This design comes from an exercise in tuning for small area, a short achievable clock period and few clock cycles per item on the open sky130 flow, not from production work.
Only simulation tests tie the RTL to the original design; equivalence was not proved.
Power is estimated from default activity; no workload was simulated.

Setup of try-harbor:
// byte_pattern_replace_core
module byte_pattern_replace_core (
   input  logic        clock,
   input  logic        reset,
   input  logic        req_valid,
   output logic        req_ready,
   input  logic [8:0]  req_data,
   output logic        rsp_valid,
   input  logic        rsp_ready,
   output logic [26:0] rsp_data,
   input  logic        csr_write_en,
   input  logic [2:0]  csr_index,
   input  logic [63:0] csr_write_data
);
   localparam int N = 17;    
   logic [15:0][7:0] pat_q, rpl_q;
   logic [4:0]       len_q;      
   logic [15:0]      lim_q;
   logic [63:0]      wd;
   logic [5:0]       cfg_en;
   assign wd = csr_write_data & {64{~reset}};
   always_comb begin
      for (int k = 0; k < 6; k++)
         cfg_en[k] = reset | (csr_write_en && csr_index == 3'(k));
   end
   always_ff @(posedge clock) begin
      if (cfg_en[0]) pat_q[7:0]  <= wd;
      if (cfg_en[1]) pat_q[15:8] <= wd;
      if (cfg_en[2]) rpl_q[7:0]  <= wd;
      if (cfg_en[3]) rpl_q[15:8] <= wd;
  ...
Size: ~600 flip-flops, roughly 110 I/O pins, ~0.026 mm^2 of cells after synthesis.
clock: 6.5 ns
lec_check: 0
cap_margin: 20
core_margin: 2
core_utilization: 55
cts_buf_list: sky130_fd_sc_hd__clkbuf_8 sky130_fd_sc_hd__clkbuf_16
cts_cluster_diameter: 60
cts_cluster_size: 20
setup_slack_margin: 3.8
slew_margin: 20
tns_end_percent: 20
standard.sh (not shown) runs the stock make flow with config.mk's settings and CLKGATE_MAP_FILE= SYNTH_SCRIPT=/design/flow/synth_recipe.tcl, a recipe that flattens the netlist after the stock synthesis.
==> flow/flow/run.sh <==
#!/bin/bash
# The standard layout, with the port buffers made from buf_4 cells instead of the
# resizer's default choice.  standard.sh's output goes to standard.log.
set -e
export BUFFER_PORTS_ARGS="-buffer_cell sky130_fd_sc_hd__buf_4"
bash standard.sh > standard.log 2>&1
Testbench counts of try-harbor, summed over its fixed seeds: cycles 23,020, bytes 22,436.
The following lists how try-amber was set up differently from try-harbor:
- SETUP_SLACK_MARGIN now 4.0, was 3.8
- CTS_CLUSTER_DIAMETER now 70, was 60
- CTS_CLUSTER_SIZE now 28, was 20
==> run notes <==
Non-clock buffer count: try-amber vs try-harbor up 13%. Against try-harbor, wire length in try-amber rose by a few percent. Maximum fanout along the worst path, try-harbor and try-amber: higher on try-amber. [compare] base=try-harbor new=try-amber: standby leakage power roughly the same; clock latency on the worst-skew pair now sits at about the same level; number of fill cells -1.0%. Depth of the worst register-to-register path: try-amber vs try-harbor identical. Summary of try-amber over try-harbor: number of nets in the layout now larger; proportion of cell area occupied by multi-input gates increased by 0.23 points relative to the old numbers; final area now larger. Compared with try-harbor, try-amber shows a lower sequential share of cell area.
Setup changes, try-amber to try-fjord
- a change of SETUP_SLACK_MARGIN from 4.0 to 4.2
- a change of CTS_CLUSTER_DIAMETER from 70 to 60
- a change of CTS_CLUSTER_SIZE from 28 to 20
Findings:
- Of try-fjord and try-amber, try-fjord shows the lower post-layout minimum cycle time, with try-amber above it.
- Taking try-amber as the reference, in try-fjord logic depth of the worst path, buffers included went down by 4; area of combinational cells with multiple inputs went up by 220 um^2; latest clock arrival within the worst-skew pair was more or less identical.
> inputs changed (try-fjord -> try-raven)
- CTS_CLUSTER_DIAMETER now 50, was 60
- CTS_BUF_LIST now sky130_fd_sc_hd__clkbuf_8, was sky130_fd_sc_hd__clkbuf_8 sky130_fd_sc_hd__clkbuf_16
- SETUP_SLACK_MARGIN now 4.0, was 4.2
- CTS_CLUSTER_SIZE now 16, was 20
- Capturing element of the worst setup path = rsp_data[18]: try-fjord; capturing element of the worst setup path = rsp_data[23]: try-raven
- In the reports for try-raven and try-fjord, the larger register clock-pin slew on the reported worst setup and hold paths belongs to try-raven.
- Between try-raven and try-fjord, the difference in overall die area is negligible.
- Summary of try-raven over try-fjord: all-layer global routing usage has decreased, final core area utilization has decreased, worst path arrival time has increased.
- Between try-raven and try-fjord, the via count is higher for try-fjord.
- try-raven: least setup slack across all paths after layout lower than try-fjord

* * *

Setup of run A:
byte_pattern_replace_core, a different RTL version from the one above (not shown whole).
Size in the first run: roughly 1800 cells after synthesis, ~110 I/O pins, about 26000 um2 of cells after synthesis.
clock: 6.5 ns
lec_check: 0
cap_margin: 20
core_margin: 2
core_utilization: 65
cts_buf_list: sky130_fd_sc_hd__clkbuf_8
setup_slack_margin: 4.0
slew_margin: 20
tns_end_percent: 20
run.sh (not shown) runs the stock make flow with config.mk's settings and CLKGATE_MAP_FILE= SYNTH_SCRIPT=/design/flow/synth_recipe.tcl, a recipe that flattens the netlist after the stock synthesis.
Stock flow here: none of the scripts above is used.
Every stage of the flow completed for run A, and the final layout passed the timing, DRC and antenna checks.
Testbench counts of run A, summed over its fixed seeds: cycles 23,020, bytes 22,436.
The following lists how run B was set up differently from run A:
Settings: swapping 65 for 55 in CORE_UTILIZATION; swapping 20 for 5 in TNS_END_PERCENT.
Results
- Run B: all stages complete, timing, DRC and antenna checks passed
- Looking at launching instance or port of the critical path, the cnt_in[1] result is from run B; the o_done one comes from run A.
- Taking run A as the reference, in run B overall power moved down; final hold slack level; fraction of standard cell area in multi-input logic moved down.
## Diff of input files: run C against run B
Settings: TNS_END_PERCENT changed from 5 to 20; ABC_AREA newly set to 1.
==> flow/flow/run.sh (new file) <==
#!/bin/bash
# The standard layout, with the port buffers made from buf_4 cells instead of the
# resizer's default choice.  standard.sh's output goes to standard.log.
set -e
export BUFFER_PORTS_ARGS="-buffer_cell sky130_fd_sc_hd__buf_4"
bash standard.sh > standard.log 2>&1
==> flow/standard.sh (new file) <==
#!/bin/bash
# synth_recipe.tcl (not shown) runs the flow's synth.tcl, then flattens the netlist and writes it again
# the make line also repeats each setting of config.mk as NAME=value (left out here)
make -C /OpenROAD-flow-scripts/flow DESIGN_CONFIG=/design/flow/config.mk WORK_HOME=/design/flow/orfs CLKGATE_MAP_FILE= SYNTH_SCRIPT=/design/flow/synth_recipe.tcl "${@:-finish}"
removed: flow/run.sh
[summary]
- Sequential share of layout area in run C is 0.73 points below run B.
- The final reports for run C and run B show signed area change from the synthesized netlist to the final layout lower in the former.
- Looking at summed area of non-filler cells in the final layout across both flows, run C is the weaker of the two, with run B ahead.

* * *

## before
The RTL this note starts from:
==> flow/design.v <==
package bpr_pkg;
   localparam int unsigned PAT_BYTES = 16;
endpackage
module byte_pattern_replace_core (
   input  logic        clock,
   input  logic        reset,
   input  logic        req_valid,
   output logic        req_ready,
   input  logic [8:0]  req_data,
   output logic        rsp_valid,
   input  logic        rsp_ready,
   output logic [26:0] rsp_data,
   input  logic        csr_write_en,
   input  logic [2:0]  csr_index,
   input  logic [63:0] csr_write_data
);
   localparam int N = 17;    
   logic [15:0][7:0] pat_q, rpl_q;
   logic [4:0]       len_q;      
   logic [15:0]      lim_q;
   logic [63:0]      wd;
   logic [5:0]       cfg_en;
   assign wd = csr_write_data & {64{~reset}};
   always_comb begin
      for (int k = 0; k < 6; k++)
         cfg_en[k] = reset | (csr_write_en && csr_index == 3'(k));
   end
   always_ff @(posedge clock) begin
      if (cfg_en[0]) pat_q[7:0]  <= wd;
      if (cfg_en[1]) pat_q[15:8] <= wd;
      if (cfg_en[2]) rpl_q[7:0]  <= wd;
      if (cfg_en[3]) rpl_q[15:8] <= wd;
      if (cfg_en[4]) len_q <= (wd[4] && wd[3:0] != 4'd0) ? 5'd16 : wd[4:0];
      if (cfg_en[5]) lim_q <= wd[15:0];
   end
   logic [3:0]  lm1;
   logic        lz, l1, lim0;
   logic [15:0] len_oh;     
   logic [N-1:0] len_lt;    
   always_comb begin
      lm1  = 4'(len_q - 5'd1);
      lz   = len_q == 5'd0;
      l1   = len_q == 5'd1;
      lim0 = lim_q == 16'd0;
      for (int j = 0; j < 16; j++) len_oh[j] = len_q == 5'(j + 1);
      for (int p = 0; p < N; p++) len_lt[p] = 5'(p) < len_q;
   end
   logic        ib_v, ib_rp, ib_e;
   logic        rs1;         
   logic [7:0]  ib_b;
   logic [15:0] eq_q;        
   logic        dlast;       
   logic [N-1:0][7:0] qb;
   logic [N-1:0] qe, qr, qn;
   logic [4:0]  occ;         
   logic        room;        
   logic        has_com;     
   logic [3:0]  fill;        
   logic [4:0]  rix;         
   logic [15:0] dv;          
   logic [15:0] cnt_in;      
   logic        allow_q;     
   logic        full_q;      
   logic        ready_q;
   logic        rp_go;
   logic [4:0]  rp_left;
   logic        x_inc;
   logic        ov, o_rep, o_rend, o_done;
   logic [7:0]  o_byte;
   logic [15:0] cnt_out;
   logic        run_start, prev_done;
   logic [3:0]  rep_idx;
   logic        accept, push, load, rp_read;
   logic [15:0] dn, dv_n;
   logic        eql, hit, do_rep, full, clr, emit;
   logic        dnl, dvl, dlast_n;
   logic [3:0]  fill_new;
   logic        rend0, x_set;
   logic [N-1:0] rend_set;
   logic [7:0]  ib_in;
   logic [15:0] eq_in;
   logic [15:0] cnt_p1;
   logic        allow_cmp, f0_ge, f1_ge;
   assign accept = req_valid && ready_q;
   assign push   = ib_v && !ib_rp && room;
   always_comb begin
      dn[0] = eq_q[0];
      for (int j = 1; j < 16; j++) dn[j] = dv[j-1] && eq_q[j];
      eql     = |(eq_q & len_oh);
      hit     = eql && (dlast || l1);
      do_rep  = hit && allow_q;
      full    = full_q;
      clr     = ib_e || do_rep;
      emit    = clr || lz || full;     
      if (clr || lz)  fill_new = 4'd0;
      else if (full)  fill_new = lm1;
      else            fill_new = fill + 4'd1;
      rend0 = clr || lz || (full && l1);
      rend_set = '0;
      for (int p = 1; p < 16; p++)
         rend_set[p] = len_oh[p] && full && !clr;
      x_set = do_rep && ({1'b0, fill} >= len_q);
      cnt_p1    = cnt_in + 16'd1;
      allow_cmp = lim0 || (cnt_in < lim_q);
      f0_ge     = !lz && (fill >= lm1);
      f1_ge     = !lz && ({1'b0, fill} + 5'd1 >= {1'b0, lm1});
      if (csr_write_en)       dv_n = '0;
      else if (push)          dv_n = clr ? 16'd0 : dn;
      else if (ib_v && ib_rp) dv_n = dn;
      else                    dv_n = dv;
      dnl = |(dn[14:0] & len_oh[15:1]);
      dvl = |(dv[14:0] & len_oh[15:1]);
      if (csr_write_en)       dlast_n = 1'b0;
      else if (push)          dlast_n = !clr && dnl;
      else if (ib_v && ib_rp) dlast_n = dnl;
      else                    dlast_n = dvl;
   end
   logic [7:0]  ent_b;
   logic        ent_e, ent_r, ent_n;
   logic [15:0] base, cnt_run;
   logic        gt1;
   always_comb begin
      load  = has_com && (!ov || rsp_ready);
      ent_b = qb[rix];
      ent_e = qe[rix];
      ent_r = qr[rix];
      ent_n = qn[rix];
      base    = prev_done ? 16'd0 : cnt_out;
      gt1     = occ > {1'b0, fill} + 5'd1;
      cnt_run = ((ent_r || x_inc) && base != 16'hFFFF) ? base + 16'd1 : base;
      rp_read = (rp_left != 5'd0) && !csr_write_en;
      ib_in   = rs1 ? ib_b : req_data[8:1];
      for (int j = 0; j < 16; j++) eq_in[j] = ib_in == pat_q[j];
   end
   logic [4:0] occ_n, rix_n;
   logic [4:0] rp_left_n;
   logic       rp_go_n, ib_v_n;
   always_comb begin
      case ({push, load})
         2'b10:   occ_n = occ + 5'd1;
         2'b01:   occ_n = occ - 5'd1;
         default: occ_n = occ;
      endcase
      if (rp_read) rix_n = rix - 5'd1;
      else case ({push, load})
         2'b10:   rix_n = occ;
         2'b01:   rix_n = occ - 5'd2;
         default: rix_n = occ - 5'd1;
      endcase
      rp_go_n   = csr_write_en && (fill != 4'd0 || ib_v);
      rp_left_n = csr_write_en ? 5'd0 : rp_go ? {1'b0, fill} : rp_read ? rp_left - 5'd1 : rp_left;
      ib_v_n    = accept || rs1 || (ib_v && !ib_rp && !push);
   end
   always_ff @(posedge clock) begin
      if (reset) begin
         ib_v      <= 1'b0;
         ib_rp     <= 1'b0;
         rs1       <= 1'b0;
         occ       <= '0;
         room      <= 1'b1;
         has_com   <= 1'b0;
         fill      <= '0;
         rix       <= 5'h1F;
         cnt_in    <= '0;
         allow_q   <= 1'b1;
         full_q    <= 1'b0;
         ready_q   <= 1'b0;
         rp_go     <= 1'b0;
         rp_left   <= '0;
         x_inc     <= 1'b0;
         ov        <= 1'b0;
         cnt_out   <= '0;
         run_start <= 1'b1;
         prev_done <= 1'b0;
         rep_idx   <= '0;
      end else begin
         ib_v    <= ib_v_n;
         if (accept) ib_rp <= 1'b0;
         else if (rs1) ib_rp <= 1'b1;
         rs1     <= rp_read;
         occ     <= occ_n;
         room    <= occ_n < 5'(N);
         has_com <= (push && emit) || (load ? gt1 : has_com);
         rix     <= rix_n;
         rp_go   <= rp_go_n;
         rp_left <= rp_left_n;
         ready_q <= !rp_go_n && rp_left_n == 5'd0 && !rp_read && (!ib_v_n || occ_n < 5'(N));
         if (push) begin
            fill   <= fill_new;
            cnt_in <= ib_e ? 16'd0 : (do_rep && cnt_in != 16'hFFFF) ? cnt_p1 : cnt_in;
            allow_q <= ib_e || (do_rep ? (lim0 || cnt_p1 != lim_q) : allow_cmp);
            full_q  <= (clr || lz) ? l1 : (full ? !lz : f1_ge);
         end else begin
            allow_q <= allow_cmp;
            full_q  <= f0_ge;
         end
         if (push && x_set) x_inc <= 1'b1;
         else if (load && run_start) x_inc <= 1'b0;
         ov <= load || (ov && !rsp_ready);
         if (load) begin
            run_start <= ent_n;
            prev_done <= ent_n && ent_e;
            if (run_start) cnt_out <= cnt_run;
            if (ent_r) rep_idx <= (rep_idx == lm1) ? 4'd0 : rep_idx + 4'd1;
         end
      end
   end
   always_ff @(posedge clock) begin
      if (accept) begin
         ib_b <= req_data[8:1];
         ib_e <= req_data[0];
      end else if (rp_read) begin
         ib_b <= ent_b;
         ib_e <= 1'b0;
      end
      if (accept || rs1) eq_q <= eq_in;
      dv    <= dv_n;
      dlast <= dlast_n;
      if (push) begin
         qb[0] <= ib_b;
         qe[0] <= ib_e;
         qr[0] <= do_rep;
         qn[0] <= rend0;
         for (int p = 1; p < N; p++) begin
            qb[p] <= qb[p-1];
            qe[p] <= qe[p-1];
            qr[p] <= qr[p-1] || (do_rep && len_lt[p]);
            qn[p] <= qn[p-1] || rend_set[p];
         end
      end
      if (load) begin
         o_byte <= ent_r ? rpl_q[rep_idx] : ent_b;
         o_rep  <= ent_r;
         o_rend <= ent_n;
         o_done <= ent_n && ent_e;
      end
   end
   assign req_ready = ready_q;
   assign rsp_valid = ov;
   assign rsp_data  = {o_byte, o_rep, o_rend, o_done, cnt_out};
endmodule
clock: 6.5 ns
lec_check: 0
cap_margin: 20
core_margin: 2
core_utilization: 55
cts_buf_list: sky130_fd_sc_hd__clkbuf_8
setup_slack_margin: 4.0
slew_margin: 20
tns_end_percent: 20
Stock flow here: none of the scripts above is used.
before completed; timing, DRC and antenna clean
Testbench counts of before, summed over its fixed seeds: cycles 23,020, bytes 22,436.
[inputs] after vs before
==> flow/flow/run.sh (new file) <==
#!/bin/bash
# The standard layout, with the port buffers made from buf_4 cells instead of the
# resizer's default choice.  standard.sh's output goes to standard.log.
set -e
export BUFFER_PORTS_ARGS="-buffer_cell sky130_fd_sc_hd__buf_4"
bash standard.sh > standard.log 2>&1
==> flow/standard.sh (new file) <==
#!/bin/bash
# synth_recipe.tcl (not shown) runs the flow's synth.tcl, then flattens the netlist and writes it again
# the make line also repeats each setting of config.mk as NAME=value (left out here)
make -C /OpenROAD-flow-scripts/flow DESIGN_CONFIG=/design/flow/config.mk WORK_HOME=/design/flow/orfs CLKGATE_MAP_FILE= SYNTH_SCRIPT=/design/flow/synth_recipe.tcl "${@:-finish}"
removed: flow/run.sh
==> comparison <==
after has portion of total power attributed to the clock network above what before had.
Summary of after over before: met3 wirelength from detailed routing saw an increase; logic depth of the worst setup path including buffers saw an increase.
before → after: cell total after placement shows no meaningful change; power shows an increase of 1.3%; setup slack shows an increase of 44 ps; internal portion of total power shows an increase of 1.1%; multi-input logic area shows an increase of 49 um2.
On number of vias after detailed routing, the higher figure sits with after, not before.
after and before ended up with roughly the same part of the total power dissipated in combinational logic.
The final standard cell area without fillers on after is in line with that on before.

-- re-timing with driven ports --
Ports are ideal in the flow. The routed layouts listed here were re-timed in OpenROAD.
Step 1 assumes that a clkbuf_16 drives the clock port and a buf_2 every other input.
Step 2 moves the port delays by t, midway between the first and last clock arrival at a register: inputs arrive t later, outputs are due t later. That takes back most of the time a late clock gives input paths.
a / b / c = no drivers / after step 1 / after step 2; a / b = the first two.
run	t (ns)	setup slack, ns	worst setup path after step 2	clock arrival spread, ns	worst slew at a driven data input, ns
try-harbor	0.645	3.802 / 3.802 / 3.195	input to register	0.025 / 0.026	0.06
try-amber	0.636	3.959 / 3.928 / 3.342	input to register	0.026 / 0.026	0.05
try-fjord	0.650	3.975 / 3.914 / 3.572	input to register	0.026 / 0.026	0.05
try-raven	0.748	3.874 / 3.822 / 3.275	input to register	0.032 / 0.032	0.05
run A	0.736	3.839 / 3.784 / 3.241	input to register	0.039 / 0.038	0.06
run B	0.732	3.833 / 3.828 / 3.222	input to register	0.031 / 0.031	0.08
run C	0.724	3.885 / 3.832 / 3.256	input to register	0.029 / 0.029	0.04
before	0.730	3.874 / 3.818 / 3.242	input to register	0.026 / 0.027	0.07
after	0.724	3.918 / 3.866 / 3.224	input to register	0.032 / 0.032	0.08
After both steps setup and hold are still met in every run listed. The setup slack of after, which loses most, moves by -0.052 ns with the drivers and by -0.694 ns with both steps.
